Context: an optimization exercise on an open-source flow, tuned for small area, a short achievable clock period and few clock cycles per item. The choices shown serve that exercise and are no tape-out recipe.
RTL that was checked went through simulation tests only; none was proved equivalent to the original.

==> flow/design.v <==
`default_nettype none
package dpc_pkg;
	localparam int DEF_VALUE_BITS = 32;
	function automatic logic [39:0] bcd_mask(input int s);
		case (s)
			0: bcd_mask = 40'h0000000000;
			1: bcd_mask = 40'h0000000001;
			2: bcd_mask = 40'h0000000003;
			3: bcd_mask = 40'h0000000007;
			4: bcd_mask = 40'h000000001f;
			5: bcd_mask = 40'h000000003f;
			6: bcd_mask = 40'h000000007f;
			7: bcd_mask = 40'h00000001ff;
			8: bcd_mask = 40'h00000003ff;
			9: bcd_mask = 40'h00000007ff;
			10: bcd_mask = 40'h0000001fff;
			11: bcd_mask = 40'h0000003fff;
			12: bcd_mask = 40'h0000007fff;
			13: bcd_mask = 40'h000000ffff;
			14: bcd_mask = 40'h000001ffff;
			15: bcd_mask = 40'h000003ffff;
			16: bcd_mask = 40'h000007ffff;
			17: bcd_mask = 40'h00001fffff;
			18: bcd_mask = 40'h00003fffff;
			19: bcd_mask = 40'h00007fffff;
			20: bcd_mask = 40'h0001ffffff;
			21: bcd_mask = 40'h0003ffffff;
			22: bcd_mask = 40'h0007ffffff;
			23: bcd_mask = 40'h000fffffff;
			24: bcd_mask = 40'h001fffffff;
			25: bcd_mask = 40'h003fffffff;
			26: bcd_mask = 40'h007fffffff;
			27: bcd_mask = 40'h01ffffffff;
			28: bcd_mask = 40'h03ffffffff;
			29: bcd_mask = 40'h07ffffffff;
			30: bcd_mask = 40'h1fffffffff;
			31: bcd_mask = 40'h3fffffffff;
			default: bcd_mask = 40'hffffffffff;
		endcase
	endfunction
	function automatic logic [3:0] dd_adjust(input logic [3:0] d);
		dd_adjust[3] = d[3] | (d[2] & (d[1] | d[0]));
		dd_adjust[2] = d[3] ? d[0] : (d[2] & !d[1] & !d[0]);
		dd_adjust[1] = d[3] ? !d[0] : (d[2] ? (d[1] & d[0]) : d[1]);
		dd_adjust[0] = d[3] ? !d[0] : (d[2] ? (d[1] & !d[0]) : d[0]);
	endfunction
endpackage
`default_nettype wire
`default_nettype none
module dpc_dd_stage
#(
	parameter int S0 = 0,
	parameter int NB = 8
) (
	input  wire logic [39:0]   in_bcd,
	input  wire logic [NB-1:0] in_bits,
	output logic      [39:0]   out_bcd
);
	logic [39:0] b;
	always_comb begin
		b = in_bcd & dpc_pkg::bcd_mask(S0);
		for (int s = 0; s < NB; s++) begin
			for (int k = 0; k < 10; k++) begin
				b[k*4 +: 4] = dpc_pkg::dd_adjust(b[k*4 +: 4]);
			end
			b = {b[38:0], in_bits[NB-1-s]} & dpc_pkg::bcd_mask(S0 + s + 1);
		end
		out_bcd = b;
	end
endmodule
`default_nettype wire
`default_nettype none
module dpc_sym_pairs (
	input  wire logic [39:0] in_bcd,
	output logic      [10:2] out_eq,
	output logic      [9:1]  out_nz
);
	logic [4:0] peq [11];
	always_comb begin
		for (int i = 1; i < 10; i++) begin
			out_nz[i] = |in_bcd[i*4 +: 4];
		end
		for (int l = 2; l <= 10; l++) begin
			peq[l] = 5'h1f;
			for (int i = 0; i < l / 2; i++) begin
				peq[l][i] = (in_bcd[i*4 +: 4] == in_bcd[(l-1-i)*4 +: 4]);
			end
			out_eq[l] = &peq[l];
		end
	end
endmodule
module dpc_sym_check (
	input  wire logic [10:2] in_eq,
	input  wire logic [9:1]  in_nz,
	output logic             out_pal
);
	logic [9:0] nz;
	logic [9:0] hi_zero;
	logic [9:0] term;
	always_comb begin
		nz = {in_nz, 1'b0};
		for (int l = 0; l < 10; l++) begin
			hi_zero[l] = ((nz >> (l + 1)) == 10'd0);
		end
		term[0] = hi_zero[0];
		for (int l = 2; l <= 10; l++) begin
			term[l-1] = nz[l-1] & hi_zero[l-1] & in_eq[l];
		end
		out_pal = |term;
	end
endmodule
`default_nettype wire
`default_nettype none
module decimal_palindrome_check_unit
#(
	parameter int VALUE_BITS = dpc_pkg::DEF_VALUE_BITS
) (
	input  wire logic                         clk,
	input  wire logic                         arst_n,
	input  wire logic                         in_valid,
	output logic                              in_ready,
	input  wire logic signed [VALUE_BITS-1:0] in_value,
	input  wire logic                         in_is_last,
	output logic                              out_valid,
	input  wire logic                         out_ready,
	output logic signed [VALUE_BITS-1:0]      out_value_echo,
	output logic                              out_is_palindrome,
	output logic                              out_last_out
);
	logic        adv;
	logic        valid_q1;
	logic        last_q1;
	logic [31:0] value_q1;
	logic [39:0] bcd_q1;
	logic [39:0] bcd_nx1;
	logic        valid_q2;
	logic        last_q2;
	logic [31:0] value_q2;
	logic [39:0] bcd_q2;
	logic [39:0] bcd_nx2;
	logic        valid_q3;
	logic        last_q3;
	logic [31:0] value_q3;
	logic [39:0] bcd_q3;
	logic [39:0] bcd_nx3;
	logic        valid_q4;
	logic        last_q4;
	logic [31:0] value_q4;
	logic [39:0] bcd_q4;
	logic [39:0] bcd_nx4;
	logic        valid_q5;
	logic        last_q5;
	logic [31:0] value_q5;
	logic [10:2] eq_q5;
	logic [9:1]  nz_q5;
	logic        neg9_q5;
	logic [39:0] bcd_fin;
	logic [39:0] bcd_mag;
	logic        pal;
	logic [10:2] eq_nx;
	logic [9:1]  nz_nx;
	logic        neg_end9;
	logic [3:0]  d0;
	logic [3:0]  d0_inc;
	assign adv      = !valid_q5 || out_ready;
	assign in_ready = adv;
	dpc_dd_stage #(.S0(0), .NB(7)) u_dd0 (
		.in_bcd  (40'd0),
		.in_bits (in_value[30:24] ^ {7{in_value[31]}}),
		.out_bcd (bcd_nx1)
	);
	dpc_dd_stage #(.S0(7), .NB(7)) u_dd1 (
		.in_bcd  (bcd_q1),
		.in_bits (value_q1[23:17] ^ {7{value_q1[31]}}),
		.out_bcd (bcd_nx2)
	);
	dpc_dd_stage #(.S0(14), .NB(7)) u_dd2 (
		.in_bcd  (bcd_q2),
		.in_bits (value_q2[16:10] ^ {7{value_q2[31]}}),
		.out_bcd (bcd_nx3)
	);
	dpc_dd_stage #(.S0(21), .NB(7)) u_dd3 (
		.in_bcd  (bcd_q3),
		.in_bits (value_q3[9:3] ^ {7{value_q3[31]}}),
		.out_bcd (bcd_nx4)
	);
	dpc_dd_stage #(.S0(28), .NB(3)) u_dd4 (
		.in_bcd  (bcd_q4),
		.in_bits (value_q4[2:0] ^ {3{value_q4[31]}}),
		.out_bcd (bcd_fin)
	);
	assign d0     = bcd_fin[3:0];
	assign d0_inc = {d0[3] | (d0[2] & d0[1] & d0[0]), d0[2] ^ (d0[1] & d0[0]), d0[1] ^ d0[0], !d0[0]};
	assign bcd_mag = {bcd_fin[39:4], value_q4[31] ? d0_inc : d0};
	assign neg_end9 = value_q4[31] && bcd_fin[3] && bcd_fin[0];
	dpc_sym_pairs u_pairs (
		.in_bcd  (bcd_mag),
		.out_eq  (eq_nx),
		.out_nz  (nz_nx)
	);
	always_ff @(posedge clk or negedge arst_n) begin
		if (!arst_n) begin
			valid_q1 <= 1'b0;
			valid_q2 <= 1'b0;
			valid_q3 <= 1'b0;
			valid_q4 <= 1'b0;
			valid_q5 <= 1'b0;
		end else begin
			if (adv) begin
				valid_q1 <= in_valid;
				valid_q2 <= valid_q1;
				valid_q3 <= valid_q2;
				valid_q4 <= valid_q3;
				valid_q5 <= valid_q4;
			end
		end
	end
	always_ff @(posedge clk) begin
		if (adv && in_valid) begin
			last_q1  <= in_is_last;
			value_q1 <= in_value;
			bcd_q1   <= bcd_nx1;
		end
		if (adv && valid_q1) begin
			last_q2  <= last_q1;
			value_q2 <= value_q1;
			bcd_q2   <= bcd_nx2;
		end
		if (adv && valid_q2) begin
			last_q3  <= last_q2;
			value_q3 <= value_q2;
			bcd_q3   <= bcd_nx3;
		end
		if (adv && valid_q3) begin
			last_q4  <= last_q3;
			value_q4 <= value_q3;
			bcd_q4   <= bcd_nx4;
		end
		if (adv && valid_q4) begin
			last_q5  <= last_q4;
			value_q5 <= value_q4;
			eq_q5    <= eq_nx;
			nz_q5    <= nz_nx;
			neg9_q5  <= neg_end9;
		end
	end
	assign out_valid         = valid_q5;
	assign out_last_out      = last_q5;
	assign out_value_echo    = value_q5;
	dpc_sym_check u_sym (
		.in_eq   (eq_q5),
		.in_nz   (nz_q5),
		.out_pal (pal)
	);
	assign out_is_palindrome = pal && !neg9_q5;
endmodule
`default_nettype wire
export LEC_CHECK = 0
export ABC_AREA = 1
export CAP_MARGIN = 20
export CORE_MARGIN = 2
export CORE_UTILIZATION = 40
export SETUP_SLACK_MARGIN = 3.3
export SLEW_MARGIN = 20
create_clock -name core_clock -period 6.5 [get_ports {clk}]
standard.sh (not shown) runs the stock make flow with config.mk's settings and CLKGATE_MAP_FILE= SYNTH_SCRIPT=/design/flow/synth_recipe.tcl, a recipe that flattens the netlist after the stock synthesis.
==> flow/flow/run.sh <==
#!/bin/bash
# The standard layout, with the port buffers made as sky130_fd_sc_hd__buf_1 cells (the flow's
# timing repair resizes them where needed) instead of the slow delay-buffer cell that
# buffer_ports picks by default. Every port still gets its buffer.
set -euo pipefail
export BUFFER_PORTS_ARGS="-buffer_cell sky130_fd_sc_hd__buf_1"
bash standard.sh > standard_flow.log 2>&1
The baseline finished with timing, DRC and antenna clean.
Testbench counts at the start, summed over its fixed seeds: cycles 12,040, items 12,000.
==> next run, changes <==
--- a/flow/design.v
+++ b/flow/design.v
@@ -179,14 +179,14 @@
 		.in_bits (value_q2[16:10] ^ {7{value_q2[31]}}),
 		.out_bcd (bcd_nx3)
 	);
-	dpc_dd_stage #(.S0(21), .NB(7)) u_dd3 (
+	dpc_dd_stage #(.S0(21), .NB(8)) u_dd3 (
 		.in_bcd  (bcd_q3),
-		.in_bits (value_q3[9:3] ^ {7{value_q3[31]}}),
+		.in_bits (value_q3[9:2] ^ {8{value_q3[31]}}),
 		.out_bcd (bcd_nx4)
 	);
-	dpc_dd_stage #(.S0(28), .NB(3)) u_dd4 (
+	dpc_dd_stage #(.S0(29), .NB(2)) u_dd4 (
 		.in_bcd  (bcd_q4),
-		.in_bits (value_q4[2:0] ^ {3{value_q4[31]}}),
+		.in_bits (value_q4[1:0] ^ {2{value_q4[31]}}),
 		.out_bcd (bcd_fin)
 	);
 	assign d0     = bcd_fin[3:0];
=> The changed run produced a clean layout; non-clock buffer count rose by 74; die area fell by 3.6%; critical path depth does not change; wire length rose by 3.9%; via count rose by 1.2%; setup slack loses 0.039 ns; register-to-register slack loses 0.20 ns; synthesized area fell by 3.7%; synthesized cell count fell by 2.8%.
No functional check of the RTL was part of the second run of this note.

[re-timing with driven ports]
In the flow no input, the clock included, has a driving cell. The finished layouts below were timed again as built, in two steps.
Step 1 assumes that a clkbuf_16 drives the clock port and a buf_2 every other input.
Step 2 times the ports against the registers' clock, not the clock port: input delays grow and output delays shrink by t, the midpoint of the rising clock arrivals with the driver on.
Slacks: ideal ports / drivers / drivers and shift; pairs: ideal ports / drivers.
run	shift t [ns]	slack for setup (ns)	hold WS [ns]
the first run	0.635	3.294 / 3.240 / 2.913	0.414 / 0.414 / 0.414
the second run	0.635	3.255 / 3.201 / 3.005	0.412 / 0.412 / 0.412
After both steps every run listed still meets setup and hold. For the first run, which loses most, drivers alone change the setup slack by -0.054 ns; drivers and shift together by -0.381 ns.
